From an optimization exercise on the open Yosys and OpenROAD flow, aimed at small area; shortcuts taken in it are not production practice. RTL that was checked went through simulation tests only; none was proved equivalent to the original. Power figures rest on the tool's default switching activity, not on a simulated workload.

==> module adxl345_reader, before the edit <==
module adxl345_reader (
    input  logic                  CLK,
    input  logic                  RESET,
    input  adxl_pkg::word_addr_t  raddr,
    output logic [31:0]           rdata,
    input  logic [6:0]            i2c_address,
    input  logic                  interval_enable,
    input  logic [31:0]           interval_cycles,
    input  logic                  single_request,
    output logic                  single_done,
    output adxl_pkg::byte_t       m_axis_tdata,
    output logic [7:0]            m_axis_tuser,
    output logic                  m_axis_tvalid,
    output logic                  m_axis_tlast,
    input  logic                  m_axis_tready,
    input  adxl_pkg::byte_t       s_axis_tdata,
    input  logic                  s_axis_tvalid,
    input  logic                  s_axis_tlast,
    output logic                  s_axis_tready
);
    localparam int NB = 58;
    logic tv, s1, s0;
    logic st_len, st_ptr, st_read, st_rx;
    logic busy, seq_idle, rx_fire;
    assign st_len        = tv & ~s0;
    assign st_ptr        = tv & s0 & ~s1;
    assign st_read       = tv & s1;
    assign st_rx         = ~tv & s1;
    assign busy          = tv | s1 | s0;      
    assign seq_idle      = ~tv & ~s1;         
    assign m_axis_tvalid = tv;
    assign m_axis_tlast  = s0;
    assign m_axis_tdata  = {2'b00, s1, s1, s1, 1'b0, s1, ~s0};
    assign s_axis_tready = st_rx;
    assign rx_fire       = st_rx & s_axis_tvalid;
    logic [19:0] count;
    logic        pending;
    logic        single_q;
    logic        fire;
    logic        rst_q;
    assign fire = !busy && (pending || (interval_enable && (rst_q || count == 20'd0)));
    always_ff @(posedge CLK) begin
        if (RESET) begin
            pending <= 1'b0;
        end else begin
            pending <= single_request | (pending & ~fire);
        end
    end
    always_ff @(posedge CLK) begin
        if (busy || !interval_enable || fire) begin
            count <= interval_cycles[19:0];      
        end else begin
            count <= count - 20'd1;
        end
    end
    always_ff @(posedge CLK) begin
        if (fire) single_q <= pending;
    end
    always_ff @(posedge CLK) begin
        if (RESET) begin
            tv <= 1'b0;
            s1 <= 1'b0;
            s0 <= 1'b0;
        end else begin
            tv <= (seq_idle && s0) | (tv && !(st_read && m_axis_tready));
            s0 <= fire || (tv && (s1 ? !m_axis_tready : (s0 || m_axis_tready)));
            s1 <= (st_ptr && m_axis_tready) | (s1 && !(rx_fire && s_axis_tlast));
        end
    end
    always_ff @(posedge CLK) begin
        single_done <= !RESET && rx_fire && s_axis_tlast && single_q;
    end
    logic [6:0] addr_q;
    always_ff @(posedge CLK) begin
        if (seq_idle) addr_q <= i2c_address;
    end
    assign m_axis_tuser = {addr_q, s1};
    logic [7:0] wd, wd2;
    logic       wr, wr2;
    logic [5:0] wp;        
    logic [5:0] wp_inc;
    assign wp_inc = wp + 6'd1;
    logic [3:0] raddr_q;
    always_ff @(posedge CLK) begin
        wd      <= s_axis_tdata;
        wd2     <= wd;
        wr      <= !RESET && rx_fire;
        wr2     <= wr;
        rst_q   <= RESET;
        raddr_q <= raddr;
        if (st_len)   wp <= '0;
        else if (wr2) wp <= wp_inc;
    end
    logic [5:0] hw;
    always_ff @(posedge CLK) begin
        if (rst_q)                 hw <= '0;
        else if (wr2 && wp == hw)  hw <= wp_inc;
    end
    logic [7:0] mem [NB];
    for (genvar k = 0; k < NB; k++) begin : g_byte
        always_ff @(posedge CLK) begin
            if (wr2 && wp == 6'(k)) mem[k] <= wd2;
        end
    end
    logic [8*NB-1:0] mem_flat;
    for (genvar k = 0; k < NB; k++) begin : g_flat
        assign mem_flat[8*k +: 8] = mem[k];
    end
    adxl_host_read u_host (
        .raddr_q(raddr_q), .hw(hw), .rst_q(rst_q),
        .mem_flat(mem_flat), .rdata(rdata)
    );
endmodule
export LEC_CHECK = 0
export CAP_MARGIN = 20
export CORE_MARGIN = 2
export CORE_UTILIZATION = 55
export PLACE_DENSITY = 0.7
export SLEW_MARGIN = 20
create_clock -name core_clock -period 10.0 [get_ports {CLK}]
standard.sh (not shown) runs the stock make flow with config.mk's settings and CLKGATE_MAP_FILE= SYNTH_SCRIPT=/design/flow/synth_recipe.tcl, a recipe that flattens the netlist after the stock synthesis.
==> flow/flow/run.sh <==
#!/bin/bash
# Layout flow: the standard flow (standard.sh) with
#  - a gate-level read multiplexer and an area-oriented ABC mapping in
#    synthesis (flow/synth.tcl); registers are
#    mapped before ABC, so they are the standard synthesis's, and
#    match_names.py gives them the standard synthesis's instance names;
#  - the smallest buffer on the ports;
#  - a clock tree of small (clkbuf_4) leaf buffers without dummy loads.
set -euo pipefail
W=$(pwd)
R=$W/orfs/results/$FLOW_PLATFORM/adxl345_reader/base
KNOBS=(
  BUFFER_PORTS_ARGS="-buffer_cell sky130_fd_sc_hd__buf_1"
  CTS_ARGS="-sink_clustering_enable -repair_clock_nets -sink_clustering_size 10 -sink_clustering_max_diameter 50 -buf_list sky130_fd_sc_hd__clkbuf_4 -dont_use_dummy_load"
)
# standard synthesis, kept for its register names
bash standard.sh synth > "$W/std_synth.log" 2>&1
cp "$R/1_2_yosys.v" "$W/std_synth.v"
rm -f "$R/1_2_yosys.v" "$R/1_synth.odb" "$R/1_synth.sdc"
# area-oriented synthesis
bash standard.sh SYNTH_SCRIPT="$W/flow/synth.tcl" "${KNOBS[@]}" "$R/1_2_yosys.v" > "$W/area_synth.log" 2>&1
python3 "$W/flow/match_names.py" "$W/std_synth.v" "$R/1_2_yosys.v" > "$W/match_names.log" 2>&1
bash standard.sh SYNTH_SCRIPT="$W/flow/synth.tcl" "${KNOBS[@]}" finish > "$W/standard.log" 2>&1
Other scripts of this flow, unchanged in this note and not shown: flow/flow/gen_rdmux.py, flow/flow/match_names.py, flow/flow/synth.tcl
Edit:
--- a/flow/design.v
+++ b/flow/design.v
@@ -90,17 +90,28 @@
         if (RESET) begin
             pending <= 1'b0;
         end else begin
             pending <= single_request | (pending & ~fire);
         end
     end
+    logic reload;
+    assign reload = busy || !interval_enable || fire;
     always_ff @(posedge CLK) begin
-        if (busy || !interval_enable || fire) begin
-            count <= interval_cycles[19:0];      
+        if (reload) begin
+            count[19:7] <= interval_cycles[19:7];
         end else begin
-            count <= count - 20'd1;
+            count[19:7] <= count[19:7] - 13'(count[6:0] == 7'd0);
+        end
+    end
+    always_ff @(posedge CLK) begin
+        if (st_rx || (!busy && reload)) begin
+            count[6:0] <= interval_cycles[6:0];
+        end else if (!busy) begin
+            count[6:0] <= count[6:0] - 7'd1;
+        end else if (seq_idle) begin
+            count[6:0] <= i2c_address;          
         end
     end
     always_ff @(posedge CLK) begin
         if (fire) single_q <= pending;
     end
     always_ff @(posedge CLK) begin
@@ -114,17 +125,13 @@
             s1 <= (st_ptr && m_axis_tready) | (s1 && !(rx_fire && s_axis_tlast));
         end
     end
     always_ff @(posedge CLK) begin
         single_done <= !RESET && rx_fire && s_axis_tlast && single_q;
     end
-    logic [6:0] addr_q;
-    always_ff @(posedge CLK) begin
-        if (seq_idle) addr_q <= i2c_address;
-    end
-    assign m_axis_tuser = {addr_q, s1};
+    assign m_axis_tuser = {count[6:0], s1};
     logic [7:0] wd, wd2;
     logic       wr, wr2;
     logic [5:0] wp;        
     logic [5:0] wp_inc;
     assign wp_inc = wp + 6'd1;
     logic [3:0] raddr_q;
Outcome:
- The changed run completed with no timing, DRC or antenna violations
- via count barely changes
- non-clock buffer count decreases by 4
- die area is about the same
- global-route usage decreases by 0.12 points
- count of clock-buffer cells in the layout increases by 1
- clock power barely changes
- routed wire length decreases slightly
- maximum frequency decreases by a few percent
- clock skew increases by 24 ps
- worst setup slack got worse by 170 ps
- sequential power is about the same
- sequential share of layout area decreases by 0.25 points
Function not checked in the first run of this note: the RTL went through the layout flow alone.

==> separate check: timing with driven ports <==
No port has a modelled driver above. Below, the same layouts with a new extraction and two added sets of constraints. Step 1 assumes that a clkbuf_16 drives the clock port and a buf_2 every other input. Step 2 also shifts input and output timing later by t, the mid clock arrival at the registers, as if the neighbouring blocks saw the same clock. a / b / c = ideal ports / drivers / drivers and shift; a / b = the first two.
run	shift t [ns]	setup slack, ns	worst setup path after step 2	pins driven straight from the clock port
the first run	0.765	4.673 / 4.630 / 5.395	register to output	1
the second run	0.787	4.505 / 4.457 / 5.245	register to output	1
After both steps setup and hold are still met in every run listed.
